What follows belongs to an exercise in optimizing a design on an open flow for small area, a short achievable clock period and few clock cycles; a production flow would make more cautious choices.
Where RTL was checked, it was by simulation tests only, not by an equivalence proof against the original.
Power is estimated from default activity; no workload was simulated.

==> inputs of job 4113 <==
==> flow/design.v <==
`timescale 1ns/1ps
module rv_core (
    input  logic        clk,
    input  logic        rst_n,
    input  logic        psel,
    input  logic        penable,
    input  logic        pwrite,
    input  logic [11:0] paddr,
    input  logic [31:0] pwdata,
    output logic        pready,
    output logic        pslverr,
    output logic [63:0] prdata
);
    logic setup;
    logic access;
    logic first;
    logic wait_q;
    logic is_instr;
    logic is_hart;
    logic is_reg;
    logic bad;
    logic pready_q;
    logic pslverr_q;
    assign setup    = psel && !penable;
    assign access   = psel && penable;
    assign first    = psel && (!penable || !pready_q);
    assign is_instr = paddr == 12'h000;
    assign is_hart  = paddr == 12'h004;
    assign is_reg   = (paddr[11:8] == 4'h1) && (paddr[2:0] == 3'b000);
    assign bad      = pwrite ? !is_instr : !(is_hart || is_reg);
    always_ff @(posedge clk) begin
        if (!rst_n) begin
            pready_q <= 1'b0;
        end else begin
            pready_q <= first && !wait_q;
        end
        pslverr_q <= bad;
    end
    logic [6:0]  opc;
    logic [2:0]  f3;
    logic [6:0]  f7;
    logic [4:0]  rd;
    logic        op_imm;
    logic        op_r;
    logic        lui;
    logic        alu_op;
    logic        alt;
    logic        inv;
    logic        wr_ok;
    logic        wr_done;
    logic [63:0] imm;
    assign opc    = pwdata[6:0];
    assign rd     = pwdata[11:7];
    assign f3     = pwdata[14:12];
    assign f7     = pwdata[31:25];
    assign op_imm = opc == 7'b0010011;
    assign op_r   = opc == 7'b0110011;
    assign lui    = opc == 7'b0110111;
    assign alu_op = op_imm || op_r;
    assign alt    = op_r ? f7[5] : ((f3 == 3'b101) && f7[5]);
    assign inv    = alu_op && ((op_r && (f3 == 3'b000) && alt) || (f3 == 3'b010) || (f3 == 3'b011));
    always_comb begin
        wr_ok = 1'b0;
        if (lui) begin
            wr_ok = 1'b1;
        end else if (op_imm) begin
            if (f3 == 3'b001)      wr_ok = f7[6:1] == 6'b0;
            else if (f3 == 3'b101) wr_ok = {f7[6], f7[4:1]} == 5'b0;
            else                   wr_ok = 1'b1;
        end else if (op_r) begin
            wr_ok = (f7 == 7'b0000000)
                 || ((f7 == 7'b0100000) && ((f3 == 3'b000) || (f3 == 3'b101)));
        end
    end
    assign wr_done = access && pready_q && pwrite && is_instr;
    assign imm = lui ? {{32{pwdata[31]}}, pwdata[31:12], 12'b0}
                     : {{52{pwdata[31]}}, pwdata[31:20]};
    logic [63:0] regs [1:31];
    logic [4:0]  sa;
    logic [31:0] sel;
    logic [31:0] rs2_oh;
    logic [63:0] rdat;
    assign sa  = pwrite ? pwdata[19:15] : paddr[7:3];
    assign sel = pready_q ? rs2_oh : (32'd1 << sa);
    always_comb begin
        rdat = '0;
        for (int i = 1; i < 32; i++) begin
            rdat = rdat | ({64{sel[i]}} & regs[i]);
        end
    end
    logic        p_wr;
    logic [4:0]  p_rd;
    logic        c_inv;
    logic        c_add;
    logic        c_sll;
    logic        c_sr;
    logic        c_sra;
    logic        c_slt;
    logic        c_sltu;
    logic        c_lgc;
    logic [3:0]  c_tt;
    logic [3:0]  s_sel0;
    logic [3:0]  s_sel1;
    logic [3:0]  s_selr;
    logic [3:0]  s_sell;
    logic [63:0] opa;
    logic [63:0] opb;
    logic [63:0] y;
    logic        q_wr;
    logic [4:0]  q_rd;
    logic [63:0] y_q;
    logic [31:1] q_we;
    logic [31:1] q_wen;
    logic        fwd_p;
    logic        fwd_q_s;
    logic        fwd_q_a;
    logic        sll_now;
    logic        fa;
    logic [63:0] a_fix;
    logic [63:0] b_src;
    logic [63:0] b_val;
    logic [5:0]  shamt;
    function automatic logic [63:0] rev64(input logic [63:0] v);
        for (int k = 0; k < 64; k++) rev64[k] = v[63-k];
    endfunction
    function automatic logic [3:0] dec2(input logic [1:0] v);
        dec2 = 4'b0001 << v;
    endfunction
    assign fwd_p   = p_wr && (p_rd == sa);
    assign fwd_q_s = q_wr && (q_rd == sa);
    assign wait_q  = setup && fwd_q_s;
    assign sll_now = access && pready_q && pwrite && alu_op && (f3 == 3'b001);
    assign a_fix = fa ? y_q : opa;
    assign b_src = fwd_q_a ? y_q : rdat;
    assign b_val = op_r ? b_src : imm;
    assign shamt = b_val[5:0];
    always_ff @(posedge clk) begin
        if (!rst_n) begin
            p_wr <= 1'b0;
            q_wr <= 1'b0;
        end else begin
            p_wr <= wr_done && wr_ok && (rd != 5'd0);
            q_wr <= p_wr;
        end
        p_rd   <= rd;
        c_inv  <= inv;
        c_add  <= alu_op && (f3 == 3'b000);
        c_sll  <= alu_op && (f3 == 3'b001);
        c_sr   <= alu_op && (f3 == 3'b101);
        c_sra  <= alu_op && (f3 == 3'b101) && alt;
        c_slt  <= alu_op && (f3 == 3'b010);
        c_sltu <= alu_op && (f3 == 3'b011);
        c_lgc  <= lui || (alu_op && f3[2] && (f3 != 3'b101));
        c_tt   <= lui ? 4'b1010
                : (f3 == 3'b100) ? 4'b0110
                : (f3 == 3'b110) ? 4'b1110
                : 4'b1000;
        s_sel0 <= dec2(shamt[1:0]);
        s_sel1 <= dec2(shamt[3:2]);
        s_selr <= dec2(shamt[5:4]) & {4{alu_op && (f3 == 3'b101)}};
        s_sell <= dec2(shamt[5:4]) & {4{alu_op && (f3 == 3'b001)}};
        opb    <= b_val ^ {64{inv}};
        fa     <= first && fwd_p;
        rs2_oh  <= 32'd1 << pwdata[24:20];
        fwd_q_a <= p_wr && (p_rd == pwdata[24:20]);
        if (first) begin
            opa <= rdat | {61'b0, is_hart, 1'b0, is_hart};
        end else if (access && pready_q && pwrite) begin
            opa <= sll_now ? rev64(a_fix) : a_fix;
        end
        q_rd <= p_rd;
        y_q  <= y;
        for (int i = 1; i < 32; i++) begin
            q_we[i]  <= p_wr && (p_rd == 5'(i));
        end
    end
    always_comb begin
        for (int i = 1; i < 32; i++) begin
            q_wen[i] = !(q_wr && (q_rd == 5'(i)));
        end
    end
    logic [65:0]  sum_x;
    logic [63:0]  sum;
    logic         cout;
    logic         lt_s;
    logic         lt_u;
    logic         fill;
    logic [63:0]  t2;
    logic [63:0]  shr;
    logic [63:0]  shl;
    logic [63:0]  lg;
    assign sum_x = {1'b0, opa, 1'b1} + {1'b0, opb, c_inv};
    assign sum   = sum_x[64:1];
    assign cout  = sum_x[65];
    assign lt_u  = !cout;
    assign lt_s  = (opa[63] == opb[63]) ? opa[63] : sum[63];
    assign fill = c_sra && opa[63];
    always_comb begin
        logic [66:0] x;
        logic [63:0] t1x;
        logic [111:0] t2x;
        x = {{3{fill}}, opa};
        for (int i = 0; i < 64; i++) begin
            t1x[i] = (s_sel0[0] && x[i]) || (s_sel0[1] && x[i+1])
                  || (s_sel0[2] && x[i+2]) || (s_sel0[3] && x[i+3]);
        end
        t2x = {{48{fill}}, t1x};
        for (int i = 0; i < 64; i++) begin
            t2[i] = (s_sel1[0] && t2x[i]) || (s_sel1[1] && t2x[i+4])
                 || (s_sel1[2] && t2x[i+8]) || (s_sel1[3] && t2x[i+12]);
        end
    end
    always_comb begin
        logic [111:0] t3x;
        t3x = {{48{fill}}, t2};
        for (int i = 0; i < 64; i++) begin
            shr[i] = (s_selr[0] && t3x[i]) || (s_selr[1] && t3x[i+16])
                  || (s_selr[2] && t3x[i+32]) || (s_selr[3] && t3x[i+48]);
            shl[63-i] = (s_sell[0] && t3x[i]) || (s_sell[1] && t3x[i+16])
                     || (s_sell[2] && t3x[i+32]) || (s_sell[3] && t3x[i+48]);
        end
    end
    always_comb begin
        for (int i = 0; i < 64; i++) begin
            lg[i] = c_lgc && c_tt[{opa[i], opb[i]}];
        end
    end
    assign y = ({64{c_add}} & sum)
             | shr
             | shl
             | lg
             | {63'b0, (c_slt && lt_s) || (c_sltu && lt_u)};
    always_ff @(posedge clk) begin
        for (int i = 1; i < 32; i++) begin
            regs[i] <= (regs[i] | {64{q_we[i]}}) & (y_q | {64{q_wen[i]}});
        end
    end
    assign pready  = pready_q;
    assign pslverr = pslverr_q;
    assign prdata  = a_fix;
endmodule
==> flow/run.sh <==
#!/bin/bash
# synth_recipe.tcl (not shown) runs the flow's synth.tcl, then flattens the netlist and writes it again
# the make line also repeats each setting of config.mk as NAME=value (left out here)
make -C /OpenROAD-flow-scripts/flow DESIGN_CONFIG=/design/flow/config.mk WORK_HOME=/design/flow/orfs CLKGATE_MAP_FILE= SYNTH_SCRIPT=/design/flow/synth_recipe.tcl finish
==> flow/config.mk <==
export PLATFORM = sky130hd
export DESIGN_NAME = rv_core
export DESIGN_NICKNAME = rv_core
export VERILOG_FILES = /design/flow/design.v
export SDC_FILE = /design/flow/constraint.sdc
export NUM_CORES = 4
export LEC_CHECK = 0
export ABC_CLOCK_PERIOD_IN_PS = 3500
export CAP_MARGIN = 20
export CORE_MARGIN = 2
export CORE_UTILIZATION = 50
export CTS_BUF_LIST = sky130_fd_sc_hd__clkbuf_16
export CTS_CLUSTER_DIAMETER = 120
export CTS_CLUSTER_SIZE = 24
export SETUP_SLACK_MARGIN = 3.3
export SLEW_MARGIN = 20
==> flow/constraint.sdc <==
create_clock -name core_clock -period 6.8 [get_ports {clk}]
set_input_delay 1.3600 -clock core_clock [delete_from_list [all_inputs] [get_ports {clk}]]
set_output_delay 1.3600 -clock core_clock [all_outputs]
set_load 0.01 [all_outputs]
==> job 9930: changes against job 4113 <==
==> flow/design.v, changed modules only <==
module rv_core (
    input  logic        clk,
    input  logic        rst_n,
    input  logic        psel,
    input  logic        penable,
    input  logic        pwrite,
    input  logic [11:0] paddr,
    input  logic [31:0] pwdata,
    output logic        pready,
    output logic        pslverr,
    output logic [63:0] prdata
);
    logic setup;
    logic access;
    logic is_instr;
    logic is_hart;
    logic is_reg;
    logic bad;
    logic pready_q;
    logic pslverr_q;
    assign setup    = psel && !penable;
    assign access   = psel && penable;
    assign is_instr = paddr == 12'h000;
    assign is_hart  = paddr == 12'h004;
    assign is_reg   = (paddr[11:8] == 4'h1) && (paddr[2:0] == 3'b000);
    assign bad      = pwrite ? !is_instr : !(is_hart || is_reg);
    always_ff @(posedge clk) begin
        if (!rst_n) begin
            pready_q <= 1'b0;
        end else begin
            pready_q <= setup;
        end
        pslverr_q <= bad;
    end
    logic [6:0]  opc;
    logic [2:0]  f3;
    logic [6:0]  f7;
    logic [4:0]  rd;
    logic        op_imm;
    logic        op_r;
    logic        lui;
    logic        alu_op;
    logic        alt;
    logic        wr_ok;
    logic        wr_done;
    logic [63:0] imm;
    assign opc    = pwdata[6:0];
    assign rd     = pwdata[11:7];
    assign f3     = pwdata[14:12];
    assign f7     = pwdata[31:25];
    assign op_imm = opc == 7'b0010011;
    assign op_r   = opc == 7'b0110011;
    assign lui    = opc == 7'b0110111;
    assign alu_op = op_imm || op_r;
    assign alt    = op_r ? f7[5] : ((f3 == 3'b101) && f7[5]);
    always_comb begin
        wr_ok = 1'b0;
        if (lui) begin
            wr_ok = 1'b1;
        end else if (op_imm) begin
            if (f3 == 3'b001)      wr_ok = f7[6:1] == 6'b0;
            else if (f3 == 3'b101) wr_ok = {f7[6], f7[4:1]} == 5'b0;
            else                   wr_ok = 1'b1;
        end else if (op_r) begin
            wr_ok = (f7 == 7'b0000000)
                 || ((f7 == 7'b0100000) && ((f3 == 3'b000) || (f3 == 3'b101)));
        end
    end
    assign wr_done = access && pready_q && pwrite && is_instr;
    assign imm = lui ? {{32{pwdata[31]}}, pwdata[31:12], 12'b0}
                     : {{52{pwdata[31]}}, pwdata[31:20]};
    logic [63:0] regs [1:31];
    logic [63:0] rf   [32];
    logic [4:0]  raddr;
    logic [63:0] rdat;
    assign raddr = setup ? (pwrite ? pwdata[19:15] : paddr[7:3]) : pwdata[24:20];
    assign rf[0] = '0;
    for (genvar i = 1; i < 32; i++) begin : g_rf
        assign rf[i] = regs[i];
    end
    assign rdat = rf[raddr];
    logic        p_wr;
    logic [4:0]  p_rd;
    logic        c_inv;
    logic        c_add;
    logic        c_sll;
    logic        c_sr;
    logic        c_sra;
    logic        c_slt;
    logic        c_sltu;
    logic        c_xor;
    logic        c_or;
    logic        c_and;
    logic        c_b;
    logic [63:0] opa;
    logic [63:0] opb;
    logic [63:0] y;
    logic        fwd_hit;
    logic        sll_now;
    function automatic logic [63:0] rev64(input logic [63:0] v);
        for (int k = 0; k < 64; k++) rev64[k] = v[63-k];
    endfunction
    assign fwd_hit = p_wr && (p_rd == (pwrite ? pwdata[19:15] : paddr[7:3]));
    assign sll_now = access && pwrite && alu_op && (f3 == 3'b001);
    always_ff @(posedge clk) begin
        if (!rst_n) begin
            p_wr <= 1'b0;
        end else begin
            p_wr <= wr_done && wr_ok && (rd != 5'd0);
        end
        p_rd   <= rd;
        c_inv  <= alu_op && ((op_r && (f3 == 3'b000) && alt) || (f3 == 3'b010) || (f3 == 3'b011));
        c_add  <= alu_op && (f3 == 3'b000);
        c_sll  <= alu_op && (f3 == 3'b001);
        c_sr   <= alu_op && (f3 == 3'b101);
        c_sra  <= alu_op && (f3 == 3'b101) && alt;
        c_slt  <= alu_op && (f3 == 3'b010);
        c_sltu <= alu_op && (f3 == 3'b011);
        c_xor  <= alu_op && (f3 == 3'b100);
        c_or   <= alu_op && (f3 == 3'b110);
        c_and  <= alu_op && (f3 == 3'b111);
        c_b    <= lui;
        opb    <= (op_r ? rdat : imm)
                ^ {64{alu_op && ((op_r && (f3 == 3'b000) && alt) || (f3 == 3'b010) || (f3 == 3'b011))}};
        if (setup) begin
            opa <= is_hart ? 64'd5 : (fwd_hit ? y : rdat);
        end else if (sll_now) begin
            opa <= rev64(opa);
        end
    end
    logic [65:0] sum_x;
    logic [63:0] sum;
    logic        cout;
    logic        lt_s;
    logic        lt_u;
    logic [127:0] sh_in;
    logic [63:0] sh;
    assign sum_x = {1'b0, opa, 1'b1} + {1'b0, opb, c_inv};
    assign sum   = sum_x[64:1];
    assign cout  = sum_x[65];
    assign lt_u  = !cout;
    assign lt_s  = (opa[63] == opb[63]) ? opa[63] : sum[63];
    assign sh_in = {{64{c_sra && opa[63]}}, opa};
    assign sh    = 64'(sh_in >> opb[5:0]);
    assign y = ({64{c_add}} & sum)
             | ({64{c_sll}} & rev64(sh))
             | ({64{c_sr}}  & sh)
             | ({64{c_xor}} & (opa ^ opb))
             | ({64{c_or}}  & (opa | opb))
             | ({64{c_and}} & (opa & opb))
             | ({64{c_b}}   & opb)
             | {63'b0, (c_slt && lt_s) || (c_sltu && lt_u)};
    always_ff @(posedge clk) begin
        for (int i = 1; i < 32; i++) begin
            if (p_wr && (p_rd == 5'(i))) begin
                regs[i] <= y;
            end
        end
    end
    assign pready  = pready_q;
    assign pslverr = pslverr_q;
    assign prdata  = opa;
endmodule
==> flow/config.mk (replaced) <==
export PLATFORM = sky130hd
export DESIGN_NAME = rv_core
export DESIGN_NICKNAME = rv_core
export VERILOG_FILES = /design/flow/design.v
export SDC_FILE = /design/flow/constraint.sdc
export NUM_CORES = 4
export LEC_CHECK = 0
export CAP_MARGIN = 20
export CORE_MARGIN = 2
export CORE_UTILIZATION = 40
export SLEW_MARGIN = 20
==> comparison <==
- Against job 9930, the clock power of job 4113 is lower by 31%.
- Against job 9930, the design area of job 4113 is larger by 10%.
- Job 9930 finished with timing, DRC and antenna clean. Job 4113 finished with timing, DRC and antenna clean.
- Against job 9930, the synthesized cell count of job 4113 is larger by 48%.
- Critical path depth: job 9930 is lower than job 4113 (1).
Testbench counts of job 4113, summed over its fixed seeds: cycles 13,464.
No functional check of the RTL was part of job 9930.

what the ideal ports hide:
How much do the figures lean on ideal ports? The routed layouts below were timed once more, with nothing changed but the port constraints. Step 1, drivers: a clkbuf_16 drives clk and a buf_2 each remaining input, both assumed. Step 2 also shifts input and output timing later by t, the mid clock arrival at the registers, as if the neighbouring blocks saw the same clock. a / b / c = no drivers / after step 1 / after step 2; a / b = the first two.
run | shift t [ns] | slack for setup (ns) | worst hold slack (ns) | worst setup path at the end
job 4113 | 0.982 | 3.029 / 2.872 / 1.890 | 0.479 / 0.479 / 0.479 | input to register
job 9930 | 0.929 | 1.157 / 1.157 / 0.781 | 0.685 / 0.685 / 0.685 | input to register
After both steps every run listed still meets setup and hold. The setup slack of job 4113, which loses most, moves by -0.157 ns with the drivers and by -1.139 ns with both steps.
